From an optimization exercise on the open Yosys and OpenROAD flow, aimed at small area and a short achievable clock period; shortcuts taken in it are not production practice.
The RTL was checked by simulation tests, not by an equivalence proof against the original design.
Power and IR drop assume default switching activity.

==> design.v <==
module vector_sequencer #(
    parameter int DATA_W  = 25,
    parameter int RES_W   = 25,
    parameter int DEPTH   = 64,
    parameter int AW      = 6,
    parameter int TIMEOUT = 255
) (
    input  logic              clk,
    input  logic              rst,
    input  logic              load_we,
    input  logic [AW-1:0]     load_addr,
    input  logic [DATA_W-1:0] load_data,
    input  logic [AW:0]       n_vec,
    input  logic              start,
    output logic              busy,
    output logic              done,
    output logic              err_timeout,
    output logic [DATA_W-1:0] dp_line,
    output logic              dp_set,
    input  logic              dp_calc,
    input  logic [RES_W-1:0]  dp_result,
    input  logic [AW-1:0]     res_addr,
    output logic [RES_W-1:0]  res_data,
    output logic [1:0]        dbg_state
);
    localparam int TW = $clog2(TIMEOUT + 1);
    localparam logic [1:0] S_IDLE   = 2'd0;
    localparam logic [1:0] S_ISSUE  = 2'd1;
    localparam logic [1:0] S_WAIT   = 2'd2;
    localparam logic [1:0] S_FINISH = 2'd3;
    logic [1:0]          state_q, state_d;
    logic                busy_q, done_q, set_q;
    logic                idle_q;               
    logic [1:0]          dbg_q;                
    logic                err_q, err_d;
    logic [DATA_W-1:0]   line_q;
    logic [RES_W-1:0]    res_data_q;
    logic [AW-1:0]       idx_q, idx_d;
    logic [AW-1:0]       last_q, last_d;       
    logic [TW-1:0]       tcnt_q, tcnt_d;
    logic                to_q;                 
    logic                islast_q;             
    logic                is_idle, is_issue, is_wait;
    logic                in_we, fire, res_we;
    logic [RES_W-1:0]    res_wdata;
    logic [DATA_W-1:0]   in_rd;
    logic [RES_W-1:0]    res_rd;
    assign is_idle  = idle_q;
    assign is_issue = (state_q == S_ISSUE);
    assign is_wait  = (state_q == S_WAIT);
    assign fire      = dp_calc || to_q;
    assign res_we    = is_wait && fire;
    assign res_wdata = dp_result | {RES_W{~dp_calc}};
    assign in_we     = is_idle && load_we;
    always_comb begin
        state_d = state_q;
        idx_d   = idx_q;
        last_d  = last_q;
        tcnt_d  = tcnt_q;
        err_d   = err_q;
        case (state_q)
            S_IDLE: begin
                if (start) begin
                    state_d = S_ISSUE;
                    idx_d   = '0;
                    err_d   = 1'b0;
                    if (n_vec == '0 || n_vec >= (AW+1)'(DEPTH))
                        last_d = '1;
                    else
                        last_d = n_vec[AW-1:0] - AW'(1);
                end
            end
            S_ISSUE: begin
                tcnt_d  = '0;
                state_d = S_WAIT;
            end
            S_WAIT: begin
                if (fire) begin
                    if (!dp_calc)
                        err_d = 1'b1;
                    if (islast_q) begin
                        state_d = S_FINISH;
                    end else begin
                        idx_d   = idx_q + AW'(1);
                        state_d = S_ISSUE;
                    end
                end else begin
                    tcnt_d = tcnt_q + TW'(1);
                end
            end
            default: begin
                state_d = S_IDLE;
            end
        endcase
    end
    always_ff @(posedge clk or negedge rst) begin
        if (!rst) begin
            state_q    <= S_IDLE;
            idle_q     <= 1'b1;
            dbg_q      <= S_IDLE;
            busy_q     <= 1'b0;
            done_q     <= 1'b0;
            set_q      <= 1'b0;
            err_q      <= 1'b0;
            line_q     <= '0;
            res_data_q <= '0;
        end else begin
            state_q    <= state_d;
            idle_q     <= (state_d == S_IDLE);
            dbg_q      <= state_d;
            busy_q     <= (state_d != S_IDLE);
            done_q     <= (state_d == S_FINISH);
            set_q      <= (state_d == S_ISSUE);
            err_q      <= err_d;
            if (is_issue)
                line_q <= in_rd;
            res_data_q <= res_rd;
        end
    end
    always_ff @(posedge clk) begin
        idx_q  <= idx_d;
        last_q <= last_d;
        tcnt_q <= tcnt_d;
        if (is_issue)
            to_q <= 1'b0;
        else if (is_wait && !fire)
            to_q <= (tcnt_q == TW'(TIMEOUT - 2));
        if (is_idle && start)
            islast_q <= (n_vec == (AW+1)'(1));
        else if (is_wait && fire)
            islast_q <= (idx_q + AW'(1) == last_q);
    end
    localparam int NB = 8;                     
    localparam int NH = DEPTH / NB;            
    localparam int LW = $clog2(NB);
    logic [DATA_W-1:0]   in_mem [DEPTH];
    logic [NH-1:0]       ihi_q;
    logic [NB-1:0]       ilo_q;
    always_ff @(posedge clk) begin
        if (in_we)
            in_mem[load_addr] <= load_data;
        if (is_idle && start) begin
            ihi_q <= NH'(1);
            ilo_q <= NB'(1);
        end else if (is_wait && fire && !islast_q) begin
            ilo_q <= {ilo_q[NB-2:0], ilo_q[NB-1]};
            if (ilo_q[NB-1])
                ihi_q <= {ihi_q[NH-2:0], ihi_q[NH-1]};
        end
    end
    logic [DATA_W-1:0]   in_bank [NB];
    always_comb begin
        for (int l = 0; l < NB; l++) begin
            in_bank[l] = '0;
            for (int h = 0; h < NH; h++)
                in_bank[l] = in_bank[l] | (in_mem[h*NB + l] & {DATA_W{ihi_q[h]}});
        end
        in_rd = '0;
        for (int l = 0; l < NB; l++)
            in_rd = in_rd | (in_bank[l] & {DATA_W{ilo_q[l]}});
    end
    logic [RES_W-1:0]    rring [NH][NB];
    logic [LW-1:0]       rot_q;
    logic                pv_q [2];
    logic [AW-1:0]       pa_q [2];
    logic [RES_W-1:0]    pd_q [2];
    logic [1:0]          cm_q, cm_d;           
    logic [1:0][NH-1:0]  ins_q, ins_d;         
    logic [1:0][NH-1:0]  dins;                 
    logic [LW-1:0]       dpos;                 
    logic [LW-1:0]       npos;                 
    logic [LW-1:0]       opos [2];             
    logic                dok, direct;
    logic                wnew [2];
    logic [RES_W-1:0]    wbus;
    always_comb begin
        dpos   = idx_q[LW-1:0] + rot_q + LW'(1);
        npos   = idx_q[LW-1:0] + rot_q + LW'(2);
        dok    = is_wait && (dpos[LW-2:0] == '0) && !(cm_q[0] || cm_q[1]);
        direct = dok && fire;
        for (int k = 0; k < 2; k++)
            for (int h = 0; h < NH; h++)
                dins[k][h] = direct && idx_q[AW-1:LW] == (AW-LW)'(h) &&
                             dpos[LW-1] == k[0];
        for (int p = 0; p < 2; p++) begin
            opos[p] = pa_q[p][LW-1:0] + rot_q + LW'(2);
            wnew[p] = res_we && !dok && idx_q[0] == p[0];
            if (wnew[p])
                cm_d[p] = (npos[LW-2:0] == '0);
            else
                cm_d[p] = pv_q[p] && !cm_q[p] && (opos[p][LW-2:0] == '0);
        end
        for (int k = 0; k < 2; k++)
            for (int h = 0; h < NH; h++) begin
                ins_d[k][h] = 1'b0;
                for (int p = 0; p < 2; p++) begin
                    if (wnew[p])
                        ins_d[k][h] = ins_d[k][h] || (cm_d[p] &&
                            idx_q[AW-1:LW] == (AW-LW)'(h) && npos[LW-1] == k[0]);
                    else
                        ins_d[k][h] = ins_d[k][h] || (cm_d[p] &&
                            pa_q[p][AW-1:LW] == (AW-LW)'(h) && opos[p][LW-1] == k[0]);
                end
            end
        if (cm_q[1])
            wbus = pd_q[1];
        else if (cm_q[0])
            wbus = pd_q[0];
        else
            wbus = res_wdata;
    end
    always_ff @(posedge clk) begin
        rot_q <= rot_q + LW'(1);
        cm_q  <= cm_d;
        ins_q <= ins_d;
        for (int p = 0; p < 2; p++) begin
            if (wnew[p]) begin
                pv_q[p] <= 1'b1;
                pa_q[p] <= idx_q;
                pd_q[p] <= res_wdata;
            end else if (cm_q[p]) begin
                pv_q[p] <= 1'b0;
            end
        end
        for (int h = 0; h < NH; h++)
            for (int l = 0; l < NB; l++) begin
                if (l == 0 && (ins_q[0][h] || dins[0][h]))
                    rring[h][l] <= wbus;
                else if (l == NB / 2 && (ins_q[1][h] || dins[1][h]))
                    rring[h][l] <= wbus;
                else
                    rring[h][l] <= rring[h][(l + NB - 1) % NB];
            end
    end
    logic [NH-1:0]       rhi;
    logic [NB-1:0]       rpos;
    logic [LW-1:0]       rent [NB];
    logic [RES_W-1:0]    rring_rd;
    logic [RES_W-1:0]    rbank [NB];
    always_comb begin
        for (int k = 0; k < NH; k++)
            rhi[k] = (res_addr[AW-1:LW] == (AW-LW)'(k));
        for (int l = 0; l < NB; l++) begin
            rent[l] = LW'(l) - rot_q;
            rpos[l] = (res_addr[LW-1:0] == rent[l]);
        end
        for (int l = 0; l < NB; l++) begin
            rbank[l] = '0;
            for (int h = 0; h < NH; h++)
                rbank[l] = rbank[l] | (rring[h][l] & {RES_W{rhi[h]}});
        end
        rring_rd = '0;
        for (int l = 0; l < NB; l++)
            rring_rd = rring_rd | (rbank[l] & {RES_W{rpos[l]}});
        if (pv_q[res_addr[0]] && pa_q[res_addr[0]] == res_addr)
            res_rd = pd_q[res_addr[0]];
        else
            res_rd = rring_rd;
    end
    assign busy        = busy_q;
    assign done        = done_q;
    assign dp_set      = set_q;
    assign err_timeout = err_q;
    assign dp_line     = line_q;
    assign res_data    = res_data_q;
    assign dbg_state   = dbg_q;
endmodule
==> run.sh <==
#!/bin/bash
# synth_recipe.tcl (not shown) runs the flow's synth.tcl, then flattens the netlist and writes it again
# the make line also repeats each setting of config.mk as NAME=value (left out here)
make -C /OpenROAD-flow-scripts/flow DESIGN_CONFIG=/design/flow/config.mk WORK_HOME=/design/flow/orfs CLKGATE_MAP_FILE= SYNTH_SCRIPT=/design/flow/synth_recipe.tcl finish
==> config.mk <==
export PLATFORM = sky130hd
export DESIGN_NAME = vector_sequencer
export DESIGN_NICKNAME = vector_sequencer
export VERILOG_FILES = /design/flow/design.v
export SDC_FILE = /design/flow/constraint.sdc
export NUM_CORES = 4
export LEC_CHECK = 0
export CAP_MARGIN = 10
export CORE_MARGIN = 2
export CORE_UTILIZATION = 45
export CTS_BUF_LIST = sky130_fd_sc_hd__clkbuf_16
export CTS_CLUSTER_DIAMETER = 150
export CTS_CLUSTER_SIZE = 14
export SETUP_SLACK_MARGIN = 2.6
export SLEW_MARGIN = 10
==> constraint.sdc <==
create_clock -name core_clock -period 5.0 [get_ports {clk}]
set_input_delay 1.0000 -clock core_clock [delete_from_list [all_inputs] [get_ports {clk}]]
set_output_delay 1.0000 -clock core_clock [all_outputs]
set_load 0.01 [all_outputs]
==> results of run 1 <==
[power breakdown]
part           switching [mW]  total [mW]  internal [mW]  leakage, nW
Sequential               3.68        38.7           35.0         29.3
Combinational            4.66        8.94           4.28         14.0
Clock                    9.69        20.3           10.6         4.19
[worst max-delay path, stage by stage, from the launching register on]
cell	delay, ns
dfxtp_4	0.43
ha_2	0.20
fa_2	0.47
and4bb_4	0.25
buf_4	0.15
buf_6	0.11
or4_4	0.51
clkinvlp_4	0.15
buf_12	0.16
buf_16	0.17
[final cells by class]
class | count | share of cell area [%]
tap | 3384 | 3.11
timing repair buffer | 647 | 6.17
inverter | 22 | 0.0717
clock inverter | 99 | 0.324
antenna | 11 | 0.0202
clock buffer | 297 | 5.46
sequential | 3380 | 62.3
multi-input combinational | 3390 | 22.5
[path summary, 6_finish.rpt]
path                                from            end  depth (start not counted)
max                             rot_q[0]     pa_q[1][1]                          9
min                                  rst  res_data_q[1]                          1
max reg2reg                     rot_q[0]     pa_q[1][1]                          9
min reg2reg                rring[60][24]  rring[61][24]                          0
max in group asynchronous            rst  res_data_q[5]                          2
min in group core_clock    rring[60][24]  rring[61][24]                          0
[synthesized netlist by cell type, drive strengths merged (140+ instances only)]
cell type / number / area, µm²
mux2i: 242 / 2420
dfxtp: 1640 / 32800
clkbuf: 321 / 1210
a22oi: 985 / 7390
a221oi: 203 / 1780
buf: 195 / 1110
nor2: 185 / 697
nand2: 156 / 586
edfxtp: 1683 / 50500
mux2: 517 / 5820
nand4: 203 / 1270
mux4: 140 / 3150
[state kept, by name (all words and copies together), names as in the netlist, 3 cells and up]
signal and flops:
tcnt_q 8, line_q 25, rring 1600, res_data_q 25, ilo_q 8, idx_q 6, in_mem 1600, last_q 6
ihi_q 8, pa_q 12, ins_q 16, rot_q 3, pd_q 50
[through the flow]
stage / instance area [µm²] / hold WS, ns
6_report: 136000 / 0.162
5_1_grt: 136000 / 0.176
4_1_cts: 134000 / 0.152
3_5_place_dp: 122000 / 0.332
3_3_place_gp: 122000 / 0.329
2_1_floorplan: 118000 / 0.326
[cells in the final DEF (no fill, tap or decap), types with 37 or more instances in the layout]
cell,synthesis,layout
edfxtp_1,1683,1683
inv_1,22,108
buf_16,0,53
a22oi_2,0,73
a221oi_1,203,177
dfrtp_1,56,46
a22oi_1,985,912
mux2i_1,242,241
buf_6,17,70
mux2_2,517,500
o22ai_1,73,73
clkbuf_16,0,319
buf_4,32,263
dfxtp_1,1640,1627
nor2_4,0,83
nor2_1,184,111
a21oi_1,43,43
clkdlybuf4s50_1,0,37
o21ai_0,86,71
buf_12,0,116
nand4_1,203,203
buf_2,106,56
mux4_2,140,140
nand2_1,156,143
[metal layers]
metal / up-vias / wire, µm / global-route usage, %
met1: 37000 / 154000 / 38.1
met5: - / 125 / 0
met3: 927 / 36500 / 5.74
li1: 29600 / - / -
met2: 4216 / 185000 / 46.1
met4: 18 / 25500 / 15.5
[kinds of logic after synthesis]
kind of cell             Yosys count  synth area share (%)
AO/OA/AOI/OAI                   1669                  10.9
XOR/XNOR                          45                 0.366
adder cells (fa/ha/maj)           15                 0.169
buffers and inverters            538                  2.08
flip-flops                      3380                  73.3
multiplexers                     899                  9.86
AND/OR/NAND/NOR                  736                  3.25
[what timing repair did]
action                                   CTS  global route
gates resized for setup                  562           141
pin swaps                                 96            68
endpoints found under the setup margin  1980          1127
setup buffers                            166            52
cloned                                    59            24
==> impl_metrics.json, run 1 <==
{
  "arrival_ns": 3.53,
  "track_usage_pct": 29.2,
  "timing.final.hold_violations": 0,
  "criticalPathCategory": "reg -> reg",
  "grt_antenna_before_repair": 22,
  "synthesis.area_mm2": 0.116,
  "fillers": 20400,
  "cts_made_buffers": 291,
  "vdd_drop_max_mv": 0.416,
  "cp.required_ns": 5.61,
  "clock-root-buffer": "clkbuf_16",
  "p_leak_nw": 47.5,
  "rsz0062_at_grt": "true",
  "cts-hold-fix-buffers": 0,
  "clock_tree.htree_level_count": 5,
  "sequential_cell_area_mm2": 0.0849,
  "share_of_cells_above_drive_strength_1_pct": 24.8,
  "tritoncts": "done",
  "floorplan.die.height_um": 511,
  "grt_overflow": 0,
  "synth-seq-area-share_pct": 73.3,
  "final-max-slew-violation-count": 0,
  "nNetsFinal": 7821,
  "final-setup-viol-count": 0,
  "ys_ff_latch": 3380,
  "place.detailed.hpwl_um": 209000,
  "port-buffer-count": 129,
  "finalClockSkew_ns": 0.0687,
  "drt-total-wl_um": 401000,
  "dp_worst_setup_slack_ns": 0.940,
  "clk_latency_ns": 0.97,
  "cts_max_path_buffers": 4,
  "start_util_pct": 45.1,
  "avgSynthCellArea_um2": 15.9,
  "cts_num_sinks": 3380,
  "utilization_pct": 53.2,
  "final.period_utilization_pct": 58.3,
  "fraction_of_registers_with_async_set_or_reset_after_synthesis_pct": 1.69,
  "worst-slew-pin-transition_ns": 1.21,
  "route.detailed.drc": 0,
  "clk_transition_reported_paths_ns": 0.07,
  "dp_cells": 10500,
  "max-cap-violations": 0,
  "yosys_cell_types": 79,
  "design_power_total_mw": 67.9,
  "design.core.area_mm2": 0.256,
  "yosys_warnings": 10,
  "via_per_inst": 6.39,
  "multi_input_area_mm2": 0.0307,
  "floorplan.io_pins": 130,
  "reg2reg_slack_ns": 2.08,
  "slew_headroom_pct": 18.7,
  "grt_pass1_vias": 69400,
  "timing.final.crit_period_ns": 2.92,
  "place_congestion": 0.888,
  "setup-tns-final_ns": 0,
  "status": "timing/DRC/antenna clean",
  "post_drt_wl_per_cell_um": 35.8,
  "post-route-worst-setup-slack_ns": 2.08,
  "maximum_number_of_pins_on_one_net_before_global_route_repair": 94,
  "synth-edff-count": 1683,
  "first_pass_iters": 6,
  "end_kind": "register",
  "synth_top_flop_cell": "edfxtp_1",
  "finalNonFillerCells": 11200,
  "grt_pass1_wl_um": 543000,
  "drt.antenna.violating_nets": 0,
  "hold_path.class": "in -> async",
  "fmax_ghz": 0.343,
  "power.density_mw_per_mm2": 499,
  "fp.dieArea_mm2": 0.261,
  "die_width_um": 511,
  "synthesis.nets": 7371,
  "netlist_instances": 7282,
  "initial_detailed_routing_violation_count": 9521,
  "crit_path_max_fanout": 7,
  "flow.area_growth_from_synthesis_pct": 17.8,
  "setup.worst_path.start_class": "register",
  "placement_rows": 186,
  "dr_total_vias": 71700
}
==> inputs of run 2 (changes only) <==
--- a/design.v
+++ b/design.v
@@ -167,26 +167,26 @@
     logic [1:0]          cm_q, cm_d;           
     logic [1:0][NH-1:0]  ins_q, ins_d;         
     logic [1:0][NH-1:0]  dins;                 
-    logic [LW-1:0]       dpos;                 
-    logic [LW-1:0]       npos;                 
     logic [LW-1:0]       opos [2];             
     logic                dok, direct;
+    logic                dcls_q, ncls_q;       
+    logic [1:0][NH-1:0]  dsel_q, nsel_q;       
+    logic [LW-1:0]       dpos_n, npos_n;
     logic                wnew [2];
     logic [RES_W-1:0]    wbus;
     always_comb begin
-        dpos   = idx_q[LW-1:0] + rot_q + LW'(1);
-        npos   = idx_q[LW-1:0] + rot_q + LW'(2);
-        dok    = is_wait && (dpos[LW-2:0] == '0) && !(cm_q[0] || cm_q[1]);
+        dpos_n = idx_q[LW-1:0] + rot_q + LW'(2);
+        npos_n = idx_q[LW-1:0] + rot_q + LW'(3);
+        dok    = is_wait && dcls_q && !(cm_q[0] || cm_q[1]);
         direct = dok && fire;
         for (int k = 0; k < 2; k++)
             for (int h = 0; h < NH; h++)
-                dins[k][h] = direct && idx_q[AW-1:LW] == (AW-LW)'(h) &&
-                             dpos[LW-1] == k[0];
+                dins[k][h] = direct && dsel_q[k][h];
         for (int p = 0; p < 2; p++) begin
             opos[p] = pa_q[p][LW-1:0] + rot_q + LW'(2);
             wnew[p] = res_we && !dok && idx_q[0] == p[0];
             if (wnew[p])
-                cm_d[p] = (npos[LW-2:0] == '0);
+                cm_d[p] = ncls_q;
             else
                 cm_d[p] = pv_q[p] && !cm_q[p] && (opos[p][LW-2:0] == '0);
         end
@@ -195,8 +195,7 @@
                 ins_d[k][h] = 1'b0;
                 for (int p = 0; p < 2; p++) begin
                     if (wnew[p])
-                        ins_d[k][h] = ins_d[k][h] || (cm_d[p] &&
-                            idx_q[AW-1:LW] == (AW-LW)'(h) && npos[LW-1] == k[0]);
+                        ins_d[k][h] = ins_d[k][h] || (cm_d[p] && nsel_q[k][h]);
                     else
                         ins_d[k][h] = ins_d[k][h] || (cm_d[p] &&
                             pa_q[p][AW-1:LW] == (AW-LW)'(h) && opos[p][LW-1] == k[0]);
@@ -211,6 +210,13 @@
     end
     always_ff @(posedge clk) begin
         rot_q <= rot_q + LW'(1);
+        dcls_q <= (dpos_n[LW-2:0] == '0);
+        ncls_q <= (npos_n[LW-2:0] == '0);
+        for (int k = 0; k < 2; k++)
+            for (int h = 0; h < NH; h++) begin
+                dsel_q[k][h] <= idx_q[AW-1:LW] == (AW-LW)'(h) && dpos_n[LW-1] == k[0];
+                nsel_q[k][h] <= idx_q[AW-1:LW] == (AW-LW)'(h) && npos_n[LW-1] == k[0];
+            end
         cm_q  <= cm_d;
         ins_q <= ins_d;
         for (int p = 0; p < 2; p++) begin
--- a/config.mk
+++ b/config.mk
@@ -8,8 +8,5 @@
 export CAP_MARGIN = 10
 export CORE_MARGIN = 2
 export CORE_UTILIZATION = 45
-export CTS_BUF_LIST = sky130_fd_sc_hd__clkbuf_16
-export CTS_CLUSTER_DIAMETER = 150
-export CTS_CLUSTER_SIZE = 14
 export SETUP_SLACK_MARGIN = 2.6
 export SLEW_MARGIN = 10
==> run 2 against run 1 <==
Effect of this change:
- fmax increased by 15%
- sequential share of layout area down 0.31 points
- count of clock-buffer cells in the layout rose by 173
- critical path depth is 8 lower
- critical path type is now reg -> out
- largest power group unchanged
==> impl_metrics.json, run 2 <==
{
  "fp.dieArea_mm2": 0.261,
  "setup-tns-final_ns": 0,
  "synth-edff-count": 1683,
  "grt_pass1_vias": 73500,
  "design.core.area_mm2": 0.256,
  "floorplan.die.height_um": 511,
  "cts_max_path_buffers": 4,
  "r2r_start": "ihi_q[2]",
  "grt_antenna_before_repair": 22,
  "p_leak_nw": 47.7,
  "final-setup-viol-count": 0,
  "floorplan.io_pins": 130,
  "slew_headroom_pct": 16.6,
  "tritoncts": "done",
  "netlist_instances": 7840,
  "clk_latency_ns": 0.91,
  "initial_detailed_routing_violation_count": 10600,
  "track_usage_pct": 29.9,
  "flow.area_growth_from_synthesis_pct": 19.3,
  "critical_path.max_stage_delay_ns": 0.49,
  "port-buffer-count": 129,
  "arrival_ns": 1.53,
  "place.detailed.hpwl_um": 219000,
  "critPathBufInv": 1,
  "power.density_mw_per_mm2": 527,
  "cp_launch_point": "res_data_q[22]",
  "die_width_um": 511,
  "first_pass_iters": 10,
  "synthesis.area_mm2": 0.116,
  "hold_path.class": "in -> async",
  "sequential_cell_area_mm2": 0.0855,
  "finalInstanceArea_mm2": 0.138,
  "grt_pass1_wl_um": 561000,
  "post_synth_main_area_contributors": "edfxtp_1 (44%), dfxtp_1 (29%), a22oi_1 (6.4%), mux4_2 (2.5%), a21oi_1 (2.2%)",
  "layout.cells.most_common": "edfxtp_1",
  "design_power_total_mw": 72.7,
  "drt-total-wl_um": 409000,
  "dr_total_vias": 75800,
  "status": "timing/DRC/antenna clean",
  "reg.largest.list": "in_mem: 1600 flops, rring: 1600 flops, pd_q: 50 flops",
  "grt_overflow": 0,
  "commonest_cells_after_routing_fill_and_taps_aside": "edfxtp_1 (1683), dfxtp_1 (1659), a22oi_1 (877)",
  "critical_path.slowest_cell": "dfrtp_2",
  "end_kind": "output pin",
  "synth_top_flop_cell": "edfxtp_1",
  "share_of_cells_above_drive_strength_1_pct": 20.6,
  "worst_path_dominant_cell_family": "flip-flops",
  "yosysTopAreaCellShare_pct": 43.7,
  "placement_rows": 186,
  "cts_made_buffers": 345,
  "post_drt_wl_per_cell_um": 34.2,
  "netlist.top_cell.by_area": "edfxtp_1",
  "start_util_pct": 45.1,
  "crit_chain": "buf_6",
  "cts-hold-fix-buffers": 0,
  "crit_path_max_fanout": 1,
  "route.detailed.drc": 0,
  "timing.final.hold_violations": 0,
  "yosys_cell_types": 80,
  "yosys_warnings": 10,
  "finalClockSkew_ns": 0.0701,
  "cell_area_placed_mm2": 0.122,
  "synth-seq-area-share_pct": 73.9,
  "timing.final.crit_period_ns": 2.53,
  "ys_ff_latch": 3414,
  "worst-slew-pin-transition_ns": 1.25,
  "clock_tree.htree_level_count": 5,
  "timing.hold.ws_ns": 0.228,
  "fillers": 20400,
  "clock-root-buffer": "clkbuf_16",
  "cts_num_sinks": 3414,
  "via_per_inst": 6.33,
  "vdd_drop_max_mv": 0.334,
  "multi_input_area_mm2": 0.0298,
  "synth_commonest_cells": "edfxtp_1 (1683), dfxtp_1 (1674), a22oi_1 (987), nor2_1 (647), a21oi_1 (500)",
  "clk_transition_reported_paths_ns": 0.06,
  "fmax_ghz": 0.396,
  "nNetsFinal": 8391,
  "place_congestion": 0.902,
  "synthesis.nets": 7930,
  "fraction_of_registers_with_async_set_or_reset_after_synthesis_pct": 1.67,
  "utilization_pct": 53.8,
  "rsz0062_at_grt": "true",
  "yosys.cell_count.top_type": "edfxtp_1",
  "max-cap-violations": 0,
  "final-max-slew-violation-count": 0,
  "drt.antenna.violating_nets": 0,
  "cp.required_ns": 4.00,
  "avgSynthCellArea_um2": 14.7,
  "final.period_utilization_pct": 50.6,
  "setup.worst_path.start_class": "register",
  "criticalPathCategory": "reg -> out",
  "maximum_number_of_pins_on_one_net_before_global_route_repair": 93
}
run 2: per-stage QoR:
step                      worst slack, ns  instances
after global placement              0.744      11100
final                                2.47      12000
after floorplan                      2.02       7840
after global routing                 2.46      12000
after detailed placement            0.826      11100
after CTS                            2.31      11900
run 2: timing repair:
| action | CTS | global route |
|---|---|---|
| cloned | 53 | 16 |
| gates resized for setup | 535 | 159 |
| endpoints found under the setup margin | 1821 | 918 |
| pin swaps | 94 | 90 |
| buffers inserted | 142 | 74 |
run 2: where the power goes:
group	internal [mW]	switching [mW]	total (mW)
Sequential	35.1	3.59	38.7
Clock	14.6	10.8	25.3
Combinational	3.63	5.00	8.63
Total	53.3	19.4	72.7
run 2: cell families after synthesis:
| group | count (synthesis) | synth area share [%] |
|---|---|---|
| and+or+nand+nor | 1188 | 4.68 |
| xor gates and xnor gates | 50 | 0.398 |
| AOI/OAI and AO/OA | 2129 | 13.0 |
| adders and majority gates | 16 | 0.180 |
| muxes | 457 | 5.47 |
| buffers and inverters | 586 | 2.34 |
| DFF | 3414 | 73.9 |
run 2: final timing paths:
path / to / slack, ns / cells past startpoint
worst max-delay path: res_data[22] / 2.47 / 1
worst min-delay path: res_data_q[7] / 0.23 / 1
worst max register to register: line_q[23] / 2.50 / 7
worst min register to register: rring[25][10] / 0.30 / 0
max in group asynchronous: res_data_q[21] / 3.64 / 2
min in group core_clock: rring[25][10] / 0.30 / 0
run 2: per-layer routing:
layer | vias to the layer above | GRT usage (%) | routed length (µm)
met5 | - | 0 | 183
met4 | 26 | 19.4 | 30900
met3 | 1176 | 6.11 | 40100
met2 | 4807 | 46.7 | 186000
met1 | 38400 | 38.1 | 152000
li1 | 31400 | - | -
run 2: final cells by class:
type / instances / share of cell area, %
clock buffer: 470 / 7.02
tap: 3384 / 3.07
multi-input combinational: 3884 / 21.6
inverter: 17 / 0.0571
sequential: 3414 / 62.0
clock inverter: 152 / 0.975
antenna: 6 / 0.0109
timing repair buffer: 639 / 5.25
==> inputs of run 3 (changes only) <==
--- a/config.mk
+++ b/config.mk
@@ -8,5 +8,8 @@
 export CAP_MARGIN = 10
 export CORE_MARGIN = 2
 export CORE_UTILIZATION = 45
+export CTS_BUF_LIST = sky130_fd_sc_hd__clkbuf_16
+export CTS_CLUSTER_DIAMETER = 150
+export CTS_CLUSTER_SIZE = 14
 export SETUP_SLACK_MARGIN = 2.6
 export SLEW_MARGIN = 10
==> run 3 against run 2 <==
Effect of this change:
- non-clock buffer count grew 16
- critical endpoint is now in_mem[12][6]
- final area down 2.2%
- highest routed layer unchanged
- setup slack lost 0.079 ns
- first-iteration DRC count decreased by 0.34%
==> impl_metrics.json, run 3 <==
{
  "status": "timing/DRC/antenna clean",
  "clk_transition_reported_paths_ns": 0.07,
  "synth_commonest_cells": "edfxtp_1 (1683), dfxtp_1 (1674), a22oi_1 (987), nor2_1 (647), a21oi_1 (500)",
  "cts_num_sinks": 3414,
  "ys_ff_latch": 3414,
  "cp_launch_point": "load_we",
  "slew_headroom_pct": 19.2,
  "floorplan.io_pins": 130,
  "via_per_inst": 6.42,
  "swShare_pct": 27.0,
  "share_of_cells_above_drive_strength_1_pct": 18.8,
  "dp_worst_setup_slack_ns": 0.826,
  "clock_tree.htree_level_count": 5,
  "flow.area_growth_from_synthesis_pct": 16.7,
  "fp.dieArea_mm2": 0.261,
  "dr_total_vias": 75500,
  "yosysTopAreaCellShare_pct": 43.7,
  "commonest_cells_after_routing_fill_and_taps_aside": "edfxtp_1 (1683), dfxtp_1 (1658), a22oi_1 (894)",
  "die_width_um": 511,
  "grt_pass1_vias": 72800,
  "crit_chain": "clkdlybuf4s50_1, and2_4, nand3_1, nor2_2, buf_4",
  "synth-edff-count": 1683,
  "critical_path.max_stage_delay_ns": 0.61,
  "post_synth_main_area_contributors": "edfxtp_1 (44%), dfxtp_1 (29%), a22oi_1 (6.4%), mux4_2 (2.5%), a21oi_1 (2.2%)",
  "r2r_start": "idle_q",
  "worst-slew-pin-transition_ns": 1.21,
  "crit_path_max_fanout": 25,
  "port-buffer-count": 129,
  "comb_power_share_pct": 12.7,
  "grt_antenna_before_repair": 24,
  "maximum_number_of_pins_on_one_net_before_global_route_repair": 93,
  "grt_overflow": 0,
  "avgSynthCellArea_um2": 14.7,
  "arrival_ns": 3.20,
  "cts-hold-fix-buffers": 0,
  "track_usage_pct": 29.9,
  "total_switching_power_mw": 18.3,
  "utilization_pct": 52.7,
  "grt_pass1_wl_um": 559000,
  "finalNonFillerCells": 11800,
  "floorplan.die.height_um": 511,
  "final-setup-viol-count": 0,
  "drt-total-wl_um": 407000,
  "placement_rows": 186,
  "tritoncts": "done",
  "layout.cells.most_common": "edfxtp_1",
  "vdd_drop_max_mv": 0.435,
  "place.detailed.hpwl_um": 219000,
  "post-route-worst-setup-slack_ns": 2.39,
  "finalClockSkew_ns": 0.101,
  "yosys_cell_types": 80,
  "netlist.top_cell.by_area": "edfxtp_1",
  "fmax_ghz": 0.384,
  "route.detailed.drc": 0,
  "rsz0062_at_grt": "true",
  "timing.final.crit_period_ns": 2.61,
  "setup-tns-final_ns": 0,
  "design.core.area_mm2": 0.256,
  "criticalPathCategory": "in -> reg",
  "nNetsFinal": 8359,
  "initial_detailed_routing_violation_count": 10600,
  "end_kind": "register",
  "cp.required_ns": 5.59,
  "timing.final.hold_violations": 0,
  "drt.antenna.violating_nets": 0,
  "power_frac_clock_pct": 30.2,
  "power.density_mw_per_mm2": 501,
  "clock-root-buffer": "clkbuf_16",
  "final.period_utilization_pct": 52.1,
  "p_seq_share_pct": 57.2,
  "place_congestion": 0.902,
  "hold_path.class": "in -> async",
  "internal-power_mw": 49.4,
  "post_drt_wl_per_cell_um": 34.6,
  "design_power_total_mw": 67.7,
  "reg.largest.list": "in_mem: 1600 flops, rring: 1600 flops, pd_q: 50 flops",
  "clk_latency_ns": 0.99,
  "yosys.cell_count.top_type": "edfxtp_1",
  "first_pass_iters": 9,
  "netlist_instances": 7840,
  "cts_made_buffers": 294,
  "synthesis.area_mm2": 0.116,
  "setup.worst_path.start_class": "input pin",
  "yosys_warnings": 10,
  "dp_cells": 11100,
  "synth-seq-area-share_pct": 73.9,
  "synth_top_flop_cell": "edfxtp_1",
  "start_util_pct": 45.1,
  "final-max-slew-violation-count": 0,
  "fraction_of_registers_with_async_set_or_reset_after_synthesis_pct": 1.67,
  "synthesis.nets": 7930,
  "p_leak_nw": 46.6,
  "cts_max_path_buffers": 4,
  "max-cap-violations": 0,
  "critical_path.slowest_cell": "nand3_1"
}
==> run 3: cell types whose count changed in the layout (fill, tap and decap cells not counted), moves of 6 or more <==
cell | previous run | this run
clkbuf_1 | 75 | 0
clkinv_2 | 67 | 1
clkbuf_16 | 368 | 309
a22oi_2 | 110 | 93
clkbuf_8 | 36 | 1
clkbuf_2 | 7 | 1
a22oi_1 | 877 | 894
clkinv_1 | 43 | 0
bufinv_16 | 19 | 0
inv_1 | 12 | 93
buf_4 | 321 | 340
==> run 3: cell families after synthesis <==
kind of cell	after synthesis	synth area share [%]
AO/OA/AOI/OAI	2129	13.0
XOR/XNOR	50	0.398
adder cells (fa/ha/maj)	16	0.180
buffers and inverters	586	2.34
flip-flops	3414	73.9
multiplexers	457	5.47
AND/OR/NAND/NOR	1188	4.68
==> run 3: cell type report <==
type | count | area, µm²
tap | 3384 | 4230
multi-input combinational | 3887 | 29800
sequential | 3414 | 85500
clock inverter | 90 | 418
fill | 20800 | 121000
inverter | 17 | 78.8
antenna | 9 | 22.5
timing repair buffer | 655 | 7370
clock buffer | 300 | 7510
==> run 3: power by group through the flow <==
stage / combinational (mW) / sequential [mW] / clock [mW]
final: 8.58 / 38.7 / 20.4
after global routing: 9.09 / 39.0 / 21.5
after CTS: 8.28 / 38.5 / 20.5
after detailed placement: 7.89 / 38.9 / 0
after global placement: 7.84 / 38.8 / 0
after floorplan: 4.99 / 37.5 / 0
==> run 3: final timing paths <==
path | endpoint | slack, ns | depth (start not counted)
max | in_mem[12][6] | 2.39 | 5
max in group asynchronous | res_data_q[20] | 3.70 | 2
max reg2reg | in_mem[12][6] | 2.40 | 4
min reg2reg | rring[63][17] | 0.26 | 0
min in group core_clock | rring[63][17] | 0.26 | 0
min | res_data_q[14] | 0.15 | 1
==> run 3: per-layer routing <==
metal | up-vias | global-route usage [%] | routed length (µm)
met2 | 4845 | 46.7 | 185000
met4 | 16 | 18.9 | 30000
met1 | 38300 | 38.4 | 151000
met5 | - | 0 | 96
li1 | 31200 | - | -
met3 | 1178 | 5.89 | 40500
==> run 3: per-stage QoR <==
| step | hold WS [ns] | instance area [µm²] |
|---|---|---|
| floorplan | 0.323 | 116000 |
| global placement | 0.327 | 122000 |
| detailed placement | 0.331 | 122000 |
| CTS | 0.102 | 133000 |
| global route | 0.159 | 135000 |
| finish | 0.153 | 135000 |
==> run 3: repair_timing <==
item	4_1_cts	5_1_grt
setup endpoints to repair	1663	708
gates resized for setup	536	138
cloned	55	15
pin swaps	100	68
setup buffers	162	72
==> run 3: worst max-delay path, delay by kind of cell <==
family                 cells  cell delay, ns
buffers and inverters      2            0.88
AND/OR/NAND/NOR            3            1.25
==> inputs of run 4 (changes only) <==
--- a/config.mk
+++ b/config.mk
@@ -7,7 +7,7 @@
 export LEC_CHECK = 0
 export CAP_MARGIN = 10
 export CORE_MARGIN = 2
-export CORE_UTILIZATION = 45
+export CORE_UTILIZATION = 55
 export CTS_BUF_LIST = sky130_fd_sc_hd__clkbuf_16
 export CTS_CLUSTER_DIAMETER = 150
 export CTS_CLUSTER_SIZE = 14
==> run 4 against run 3 <==
Effect of this change:
- flip-flop and latch count unchanged
- via count increased by 0.51%
- critical endpoint is now in_mem[29][2]
- count of clock-buffer cells in the layout unchanged
- still clean
==> impl_metrics.json, run 4 <==
{
  "status": "timing/DRC/antenna clean",
  "post-route-worst-setup-slack_ns": 2.32,
  "rsz0062_at_grt": "true",
  "place_congestion": 0.901,
  "synthesis.nets": 7930,
  "swShare_pct": 27.2,
  "yosysTopAreaCellShare_pct": 43.7,
  "power.density_mw_per_mm2": 509,
  "crit_path_max_fanout": 25,
  "final-setup-viol-count": 0,
  "finalClockSkew_ns": 0.0411,
  "slew_headroom_pct": 21.6,
  "maximum_number_of_pins_on_one_net_before_global_route_repair": 72,
  "post_synth_main_area_contributors": "edfxtp_1 (44%), dfxtp_1 (29%), a22oi_1 (6.4%), mux4_2 (2.5%), a21oi_1 (2.2%)",
  "cts_made_buffers": 293,
  "floorplan.io_pins": 130,
  "gr-usage-met1_pct": 48.4,
  "flow.area_growth_from_synthesis_pct": 15.4,
  "critical_path.max_stage_delay_ns": 0.86,
  "via_per_inst": 6.82,
  "grt_use_met2_pct": 59.0,
  "end_kind": "register",
  "nNetsFinal": 8314,
  "setup-tns-final_ns": 0,
  "grt_overflow": 0,
  "internal-power_mw": 49.4,
  "fillers": 15300,
  "final-max-slew-violation-count": 0,
  "critPathBufInv": 2,
  "groute.layer.met3.usage_pct": 8.69,
  "timing.final.hold_violations": 0,
  "reg.largest.list": "in_mem: 1600 flops, rring: 1600 flops, pd_q: 50 flops",
  "clock_tree.htree_level_count": 5,
  "design_power_total_mw": 67.9,
  "placement_rows": 168,
  "total_switching_power_mw": 18.5,
  "hold_path.class": "in -> async",
  "first_pass_iters": 10,
  "ys_ff_latch": 3414,
  "port-buffer-count": 129,
  "drt-total-wl_um": 419000,
  "setup.worst_path.start_class": "input pin",
  "clk_transition_reported_paths_ns": 0.07,
  "timing.final.crit_period_ns": 2.68,
  "synthesis.area_mm2": 0.116,
  "layout.cells.most_common": "edfxtp_1",
  "floorplan.die.height_um": 463,
  "clock-root-buffer": "clkbuf_16",
  "track_usage_pct": 38.0,
  "fmax_ghz": 0.374,
  "post_drt_wl_per_cell_um": 37.7,
  "fraction_of_registers_with_async_set_or_reset_after_synthesis_pct": 1.67,
  "comb_power_share_pct": 12.8,
  "yosys_warnings": 10,
  "grt_pass1_vias": 72500,
  "grt.busiest_layer": "met2",
  "grt_pass1_wl_um": 573000,
  "place.detailed.hpwl_um": 218000,
  "worst_path_dominant_cell_family": "simple AND/OR/NAND/NOR gates",
  "p_leak_nw": 46.2,
  "cp.required_ns": 5.54,
  "netlist_instances": 7840,
  "power_frac_clock_pct": 30.0,
  "design.core.area_mm2": 0.209,
  "criticalPathCategory": "in -> reg",
  "cts_num_sinks": 3414,
  "cts_max_path_buffers": 4,
  "arrival_ns": 3.21,
  "netlist.top_cell.by_area": "edfxtp_1",
  "route.detailed.drc": 0,
  "yosys.cell_count.top_type": "edfxtp_1",
  "drt.antenna.violating_nets": 0,
  "critical_path.slowest_cell": "nor2_4",
  "start_util_pct": 55.2,
  "dp_worst_setup_slack_ns": 0.841,
  "initial_detailed_routing_violation_count": 10800,
  "share_of_cells_above_drive_strength_1_pct": 17.9,
  "commonest_cells_after_routing_fill_and_taps_aside": "edfxtp_1 (1683), dfxtp_1 (1658), a22oi_1 (910)",
  "crit_chain": "clkdlybuf4s50_1, and2_4, nand4b_1, buf_4, nor2_4",
  "timing.hold.ws_ns": 0.101,
  "tritoncts": "done",
  "p_seq_share_pct": 57.2,
  "cp_launch_point": "load_we",
  "final.period_utilization_pct": 53.5,
  "synth-edff-count": 1683,
  "clk_latency_ns": 0.95,
  "synth_commonest_cells": "edfxtp_1 (1683), dfxtp_1 (1674), a22oi_1 (987), nor2_1 (647), a21oi_1 (500)",
  "worst-slew-pin-transition_ns": 1.18,
  "dr_total_vias": 75900,
  "die_width_um": 463,
  "synth_top_flop_cell": "edfxtp_1",
  "vdd_drop_max_mv": 0.398,
  "r2r_start": "idle_q",
  "grt_antenna_before_repair": 15,
  "yosys_cell_types": 80,
  "max-cap-violations": 0,
  "avgSynthCellArea_um2": 14.7,
  "fp.dieArea_mm2": 0.214,
  "synth-seq-area-share_pct": 73.9
}
-- run 4: cell types whose count changed in the layout (fill, tap and decap cells not counted), moves of 10 or more --
cell / previous run / this run
buf_4: 340 / 302
o221ai_2: 12 / 2
a22oi_1: 894 / 910
o221ai_1: 23 / 33
nor2_2: 34 / 22
nor2_4: 59 / 72
a22oi_2: 93 / 77
a21o_4: 28 / 54
-- run 4: area by class of cell --
class                      count  area (µm²)  share of cell area [%]
antenna                        7        17.5                  0.0131
multi-input combinational   3902       29900                    22.4
clock inverter                76         308                   0.231
timing repair buffer         596        6580                    4.93
sequential                  3414       85500                    64.1
inverter                      17        78.8                  0.0591
tap                         2805        3510                    2.63
clock buffer                 300        7510                    5.63
-- run 4: metrics by stage --
stage,area (µm²),std cells,util [%]
final,133000,11100,63.7
after global routing,133000,11100,63.7
after CTS,132000,11100,63.2
after detailed placement,121000,10500,57.7
after global placement,121000,10500,57.7
after floorplan,116000,7840,-
-- run 4: final timing paths --
path | end | slack, ns | depth (start not counted)
setup / recovery | in_mem[29][2] | 2.32 | 5
hold / removal | res_data_q[14] | 0.10 | 1
setup reg to reg | in_mem[29][2] | 2.35 | 4
hold reg to reg | rring[39][4] | 0.33 | 0
max in group asynchronous | line_q[0] | 3.68 | 2
min in group core_clock | rring[39][4] | 0.33 | 0
-- run 4: power by group through the flow --
stage	Clock, mW	Combinational, mW	Sequential [mW]
3_5_place_dp	0	7.80	38.9
3_3_place_gp	0	7.75	38.8
2_1_floorplan	0	4.99	37.5
5_1_grt	21.4	9.15	39.1
6_report	20.4	8.69	38.8
4_1_cts	20.4	8.25	38.5
-- run 4: metal layers --
metal | share of wire, % | routed length (µm)
met5 | 0.024 | 102
met4 | 7.9 | 33200
met3 | 10 | 43100
met2 | 45 | 189000
met1 | 37 | 153000
-- run 4: logic make-up after synthesis --
| group | after synthesis | share of synthesized area [%] |
|---|---|---|
| buf+inv | 586 | 2.34 |
| compound gates | 2129 | 13.0 |
| simple gates | 1188 | 4.68 |
| xor+xnor | 50 | 0.398 |
| mux | 457 | 5.47 |
| flops | 3414 | 73.9 |
| fa+ha+maj | 16 | 0.180 |
-- run 4: repair_timing --
item / in CTS / in global routing
endpoints found under the setup margin: 1717 / 646
hold buffers: 0 / 0
gates cloned: 68 / 10
resized for setup: 490 / 99
pin swaps: 86 / 43
buffers inserted: 156 / 42
==> inputs of run 5 (changes only) <==
--- a/config.mk
+++ b/config.mk
@@ -8,8 +8,5 @@
 export CAP_MARGIN = 10
 export CORE_MARGIN = 2
 export CORE_UTILIZATION = 55
-export CTS_BUF_LIST = sky130_fd_sc_hd__clkbuf_16
-export CTS_CLUSTER_DIAMETER = 150
-export CTS_CLUSTER_SIZE = 14
 export SETUP_SLACK_MARGIN = 2.6
 export SLEW_MARGIN = 10
==> run 5 against run 4 <==
Effect of this change:
- flip-flop and latch count unchanged
- largest cell class unchanged
- non-clock buffer count increased by 46
- largest power group unchanged
- highest routed layer unchanged
- global-route usage rose by 0.45 points
==> impl_metrics.json, run 5 <==
{
  "status": "timing/DRC/antenna clean",
  "finalClockSkew_ns": 0.0411,
  "via_per_inst": 6.76,
  "nNetsFinal": 8427,
  "synth-edff-count": 1683,
  "critPathBufInv": 1,
  "synth_compound_gate_area_share_pct": 13.0,
  "dp_cells": 10500,
  "yosysTopAreaCellShare_pct": 43.7,
  "flow.area_growth_from_synthesis_pct": 19.4,
  "timing.final.hold_violations": 0,
  "criticalPathCategory": "reg -> out",
  "crit_path_max_fanout": 1,
  "dr_total_vias": 77200,
  "post_synth_main_area_contributors": "edfxtp_1 (44%), dfxtp_1 (29%), a22oi_1 (6.4%), mux4_2 (2.5%), a21oi_1 (2.2%)",
  "commonest_cells_after_routing_fill_and_taps_aside": "edfxtp_1 (1683), dfxtp_1 (1658), a22oi_1 (895)",
  "final.period_utilization_pct": 52.3,
  "drt-total-wl_um": 426000,
  "design.core.area_mm2": 0.209,
  "vdd_drop_max_mv": 0.387,
  "placement_rows": 168,
  "yosys_warnings": 10,
  "ys_ff_latch": 3414,
  "critical_path.max_stage_delay_ns": 0.50,
  "die_width_um": 463,
  "post-route-worst-setup-slack_ns": 2.38,
  "worst_path_dominant_cell_family": "flip-flops",
  "floorplan.die.height_um": 463,
  "internal-power_mw": 54.5,
  "reg.largest.list": "in_mem: 1600 flops, rring: 1600 flops, pd_q: 50 flops",
  "dp_worst_setup_slack_ns": 0.841,
  "p_leak_nw": 48.1,
  "place.detailed.hpwl_um": 218000,
  "place_congestion": 0.901,
  "synthXorXnorAreaFrac_pct": 0.398,
  "timing.final.crit_period_ns": 2.62,
  "clock-root-buffer": "clkbuf_16",
  "total_switching_power_mw": 19.6,
  "route.detailed.drc": 0,
  "setup-tns-final_ns": 0,
  "synth_top_flop_cell": "edfxtp_1",
  "cts_made_buffers": 352,
  "clk_latency_ns": 0.97,
  "clock_tree.htree_level_count": 5,
  "layout.cells.most_common": "edfxtp_1",
  "swShare_pct": 26.5,
  "yosys.cell_count.top_type": "edfxtp_1",
  "p_seq_share_pct": 52.4,
  "grt_pass1_vias": 73500,
  "yosys-mux-area-fraction_pct": 5.47,
  "cell_area_placed_mm2": 0.121,
  "synthesis.nets": 7930,
  "start_util_pct": 55.2,
  "comb_power_share_pct": 11.8,
  "setup.worst_path.start_class": "register",
  "rsz0062_at_grt": "true",
  "finalInstanceArea_mm2": 0.138,
  "initial_detailed_routing_violation_count": 11400,
  "share_of_cells_above_drive_strength_1_pct": 20.7,
  "synth-seq-area-share_pct": 73.9,
  "crit_chain": "buf_6",
  "power.density_mw_per_mm2": 537,
  "grt_overflow": 0,
  "cts_max_path_buffers": 4,
  "drt.antenna.violating_nets": 0,
  "finalNonFillerCells": 11400,
  "arrival_ns": 1.62,
  "track_usage_pct": 38.5,
  "final-max-slew-violation-count": 0,
  "clk_transition_reported_paths_ns": 0.06,
  "cts-hold-fix-buffers": 0,
  "slew_headroom_pct": 16.9,
  "netlist_instances": 7840,
  "first_pass_iters": 7,
  "grt_pass1_wl_um": 579000,
  "grt_antenna_before_repair": 24,
  "netlist.top_cell.by_area": "edfxtp_1",
  "cts_num_sinks": 3414,
  "synth_top_family_by_area": "compound AO/OA/AOI/OAI gates",
  "power_frac_clock_pct": 35.8,
  "fp.dieArea_mm2": 0.214,
  "fmax_ghz": 0.382,
  "max-cap-violations": 0,
  "avgSynthCellArea_um2": 14.7,
  "yosys_cell_types": 80,
  "synth_commonest_cells": "edfxtp_1 (1683), dfxtp_1 (1674), a22oi_1 (987), nor2_1 (647), a21oi_1 (500)",
  "maximum_number_of_pins_on_one_net_before_global_route_repair": 72,
  "end_kind": "output pin",
  "synthesis.area_mm2": 0.116,
  "fraction_of_registers_with_async_set_or_reset_after_synthesis_pct": 1.67,
  "synth-adder-area-share_pct": 0.180,
  "cp.required_ns": 4.00,
  "critical_path.slowest_cell": "dfrtp_2",
  "port-buffer-count": 129,
  "worst-slew-pin-transition_ns": 1.25,
  "floorplan.io_pins": 130,
  "yosys.area_share.simple_pct": 4.68,
  "hold_path.class": "in -> async",
  "final-setup-viol-count": 0,
  "post_drt_wl_per_cell_um": 37.3,
  "tritoncts": "done"
}
## run 5: repair_timing
item | in CTS | in global routing
gates cloned | 80 | 11
setup buffers | 158 | 81
pin swaps | 96 | 75
gates resized for setup | 509 | 135
endpoints found under the setup margin | 1692 | 672
## run 5: final timing paths
path / end / from / slack (ns) / cells after the start
setup / recovery: res_data[23] / res_data_q[23] / 2.38 / 1
hold / removal: res_data_q[8] / rst / 0.09 / 1
setup reg to reg: line_q[21] / ihi_q[6] / 2.44 / 7
hold reg to reg: rring[1][4] / rring[0][4] / 0.33 / 0
max in group asynchronous: line_q[14] / rst / 3.68 / 2
min in group core_clock: rring[1][4] / rring[0][4] / 0.33 / 0
## run 5: metal layers
metal	global-route usage (%)	vias up	share of wire (%)
li1	-	31500	-
met1	49.2	39000	36
met2	58.5	5316	45
met3	8.98	1345	11
met4	26.3	24	8.5
met5	0	-	0.042
## run 5: cell families (layout without fill, tap and decap cells)
kind of cell             count (synthesis)  in the layout
AO/OA/AOI/OAI                         2129           2172
XOR/XNOR                                50             50
adder cells (fa/ha/maj)                 16             16
buffers and inverters                  586           1280
flip-flops                            3414           3414
multiplexers                           457            457
other                                    0             14
AND/OR/NAND/NOR                       1188           1215
## run 5: final cells by class
type                            count  area [µm²]
Antenna cell                       14        35.0
Clock buffer                      476        9940
Clock inverter                    145        1630
Fill cell                       14800       71400
Inverter                           17        80.1
Multi-Input combinational cell   3910       30100
Sequential cell                  3414       85500
Tap cell                         2805        3510
Timing Repair Buffer              642        7110
## run 5: through the flow
step	hold slack, ns	power [mW]	utilization, %
2_1_floorplan	0.323	42.4	-
3_3_place_gp	0.328	46.5	57.7
3_5_place_dp	0.331	46.7	57.7
4_1_cts	0.0515	73.4	65.1
5_1_grt	0.0658	76.0	65.9
6_report	0.0866	74.1	65.9
## run 5: power by group through the flow
stage | clock (mW) | sequential (mW) | combinational [mW]
finish | 26.5 | 38.8 | 8.71
global route | 27.7 | 39.2 | 9.19
CTS | 26.6 | 38.5 | 8.27
detailed placement | 0 | 38.9 | 7.80
global placement | 0 | 38.8 | 7.75
floorplan | 0 | 37.5 | 4.99
==> inputs of run 6 (changes only) <==
--- a/config.mk
+++ b/config.mk
@@ -7,6 +7,6 @@
 export LEC_CHECK = 0
 export CAP_MARGIN = 10
 export CORE_MARGIN = 2
-export CORE_UTILIZATION = 55
-export SETUP_SLACK_MARGIN = 2.6
+export CORE_UTILIZATION = 45
+export SETUP_SLACK_MARGIN = 2.9
 export SLEW_MARGIN = 10
==> run 6 against run 5 <==
Effect of this change:
- critical path depth did not move
- non-clock buffer count rose by 212
- synthesized cell count did not move
- first-iteration DRC count rose by 7.0%
- setup slack improved by 0.069 ns
- total power fell by 0.95%
- hold slack improved by 0.12 ns
- combinational power rose by 5.6%
- clock skew rose by 0.032 ns
- largest cell class unchanged
- highest routed layer unchanged
==> impl_metrics.json, run 6 <==
{
  "status": "timing/DRC/antenna clean",
  "drt.antenna.violating_nets": 0,
  "path_depth": 1,
  "sequential_cell_area_mm2": 0.0855,
  "power.density_mw_per_mm2": 510,
  "floorplan.die.height_um": 511,
  "yosys_cell_types": 80,
  "crit_path_max_fanout": 1,
  "avgSynthCellArea_um2": 14.7,
  "post_drt_wl_per_cell_um": 35.7,
  "grt_antenna_before_repair": 26,
  "post_synth_main_area_contributors": "edfxtp_1 (44%), dfxtp_1 (29%), a22oi_1 (6.4%), mux4_2 (2.5%), a21oi_1 (2.2%)",
  "reg.largest.list": "in_mem: 1600 flops, rring: 1600 flops, pd_q: 50 flops",
  "worst-slew-pin-transition_ns": 1.28,
  "port-buffer-count": 129,
  "critical_path.max_stage_delay_ns": 0.49,
  "setup-tns-final_ns": 0,
  "final-max-slew-violation-count": 0,
  "grt_pass1_vias": 76100,
  "start_util_pct": 45.1,
  "place.detailed.hpwl_um": 219000,
  "synthesis.area_mm2": 0.116,
  "netlist_instances": 7840,
  "initial_detailed_routing_violation_count": 12200,
  "grt.busiest_layer": "met2",
  "worst_path_dominant_cell_family": "flip-flops",
  "fmax_ghz": 0.393,
  "rsz0062_at_grt": "true",
  "final-setup-viol-count": 0,
  "crit_chain": "buf_6",
  "finalClockSkew_ns": 0.0732,
  "via_per_inst": 6.46,
  "end_kind": "output pin",
  "synth_top_flop_cell": "edfxtp_1",
  "yosys_warnings": 10,
  "fillers": 19700,
  "slew_headroom_pct": 14.4,
  "commonest_cells_after_routing_fill_and_taps_aside": "edfxtp_1 (1683), dfxtp_1 (1658), a22oi_1 (800)",
  "design_power_total_mw": 73.4,
  "grt_overflow": 0,
  "clk_transition_reported_paths_ns": 0.06,
  "cts_max_path_buffers": 4,
  "r2r.worst_path.cells": 8,
  "clock-root-buffer": "clkbuf_16",
  "critical_path.slowest_cell": "dfrtp_2",
  "synth-seq-area-share_pct": 73.9,
  "clock_tree.htree_level_count": 5,
  "criticalPathCategory": "reg -> out",
  "multi_input_area_mm2": 0.0311,
  "fp.dieArea_mm2": 0.261,
  "route.detailed.drc": 0,
  "arrival_ns": 1.55,
  "netlist.top_cell.by_area": "edfxtp_1",
  "fraction_of_registers_with_async_set_or_reset_after_synthesis_pct": 1.67,
  "drt-total-wl_um": 436000,
  "reg2reg_slack_ns": 2.48,
  "groute.layer.met3.usage_pct": 7.04,
  "track_usage_pct": 31.8,
  "ys_ff_latch": 3414,
  "grt_use_met2_pct": 48.7,
  "maximum_number_of_pins_on_one_net_before_global_route_repair": 93,
  "yosysTopAreaCellShare_pct": 43.7,
  "clk_latency_ns": 0.92,
  "timing.final.hold_violations": 0,
  "timing.final.crit_period_ns": 2.55,
  "gr-usage-met1_pct": 40.0,
  "cp.required_ns": 4.00,
  "tritoncts": "done",
  "die_width_um": 511,
  "vdd_drop_max_mv": 0.324,
  "critPathBufInv": 1,
  "first_pass_iters": 8,
  "setup.worst_path.start_class": "register",
  "layout.cells.most_common": "edfxtp_1",
  "place_congestion": 0.902,
  "p_leak_nw": 49.9,
  "synth_commonest_cells": "edfxtp_1 (1683), dfxtp_1 (1674), a22oi_1 (987), nor2_1 (647), a21oi_1 (500)",
  "flow.area_growth_from_synthesis_pct": 24.3,
  "cts_num_sinks": 3414,
  "yosys.cell_count.top_type": "edfxtp_1",
  "cts-hold-fix-buffers": 0,
  "max-cap-violations": 0,
  "synthesis.nets": 7930,
  "share_of_cells_above_drive_strength_1_pct": 24.4,
  "nNetsFinal": 8611,
  "synth-edff-count": 1683,
  "dr_total_vias": 78800,
  "grt_pass1_wl_um": 591000,
  "hold_path.class": "in -> async",
  "placement_rows": 186,
  "final.period_utilization_pct": 50.9,
  "cts_made_buffers": 345,
  "floorplan.io_pins": 130,
  "design.core.area_mm2": 0.256
}
-- run 6: changes by cell type in the layout (fill, tap and decap cells not counted), sizes merged, moves of 4 or more --
cell	previous run	this run
clkbuf	489	500
clkdlybuf4s50	37	33
a21o	85	66
bufbuf	6	20
bufinv	36	19
clkinv	94	117
buf	584	763
-- run 6: layout make-up --
cell class,instances,share of cell area (%)
Sequential cell,3414,59.5
Multi-Input combinational cell,3889,21.6
Timing Repair Buffer,854,8.18
Clock buffer,470,6.74
Tap cell,3384,2.95
Clock inverter,152,0.936
Inverter,17,0.0566
Antenna cell,11,0.0192
-- run 6: repair_timing --
action	CTS	global route
pin swaps	312	170
setup buffers	295	77
endpoints found under the setup margin	2239	1480
resized for setup	980	231
cloned	106	27
-- run 6: worst reg2reg max path: stages, from the launching register on --
cell and delay [ns]:
dfxtp_4 0.44, buf_12 0.19, buf_12 0.12, buf_12 0.14, a22oi_1 0.17, nand4_1 0.12, a22oi_1 0.72, a41oi_2 0.30
a21o_1 0.22
-- run 6: cell families (layout without fill, tap and decap cells) --
family                     count (synthesis)  count (layout)  synth area share [%]
other                                      0              11                     0
DFF                                     3414            3414                  73.9
AOI/OAI and AO/OA                       2129            2153                  13.0
and+or+nand+nor                         1188            1213                  4.68
xor gates and xnor gates                  50              50                 0.398
buffers and inverters                    586            1493                  2.34
adders and majority gates                 16              16                 0.180
muxes                                    457             457                  5.47
-- run 6: metrics by stage --
step / cells / worst slack, ns / cell area (µm²) / util [%] / hold WS [ns]
6_report: 12200 / 2.45 / 144000 / 56.1 / 0.207
2_1_floorplan: 7840 / 2.02 / 116000 / - / 0.323
3_3_place_gp: 11100 / 0.744 / 122000 / 47.5 / 0.327
4_1_cts: 12100 / 2.43 / 141000 / 55.1 / 0.179
5_1_grt: 12200 / 2.46 / 144000 / 56.1 / 0.246
3_5_place_dp: 11100 / 0.826 / 122000 / 47.5 / 0.331
-- run 6: layer usage --
layer	up-vias	share of wire [%]
met5	-	0.029
met2	5767	44
met1	39500	36
met3	1494	11
li1	31900	-
met4	20	8.9
-- run 6: path summary, 6_finish.rpt --
check,end,from
worst max-delay path,res_data[22],res_data_q[22]
worst min-delay path,res_data_q[6],rst
worst max register to register,line_q[17],ihi_q[7]
worst min register to register,rring[25][10],rring[24][10]
max in group asynchronous,res_data_q[13],rst
min in group core_clock,rring[25][10],rring[24][10]
-- run 6: where the power goes --
part | internal (mW) | switching (mW)
logic | 3.93 | 5.27
registers | 35.1 | 3.65
clock network | 14.6 | 10.8

-- separate check: timing with driven ports --
The flow's constraints put no driver on any port. The routed layouts listed below were extracted and timed again, unchanged, in two steps.
Step 1 sets driving cells, clkbuf_16 on the clock port and buf_2 on the other inputs (assumed; they add their load-dependent delay and slew).
Step 2, shift: input delay + t, output delay - t, t = (earliest + latest rising clock arrival at the registers) / 2. This alone moves slack from input paths to output paths.
Slacks: no drivers / after step 1 / after step 2; pairs: no drivers / after step 1.
run	t (ns)	slack for setup (ns)	slew at the worst register clock pin (ns)	worst data-port slew with drivers (ns)	pins driven straight from the clock port
run 1	1.021	2.084 / 2.084 / 1.401	0.07 / 0.07	0.28	1
run 2	0.970	2.472 / 2.295 / 1.325	0.07 / 0.07	0.44	1
run 3	1.032	2.393 / 2.321 / 1.349	0.08 / 0.08	0.36	1
run 4	1.018	2.324 / 2.318 / 1.371	0.08 / 0.08	0.28	1
run 5	1.038	2.385 / 2.287 / 1.411	0.07 / 0.07	0.26	1
run 6	0.980	2.453 / 2.341 / 1.361	0.07 / 0.07	0.41	1
After both steps every run listed still meets setup and hold. For run 2, which loses most, drivers alone change the setup slack by -0.177 ns; drivers and shift together by -1.147 ns.
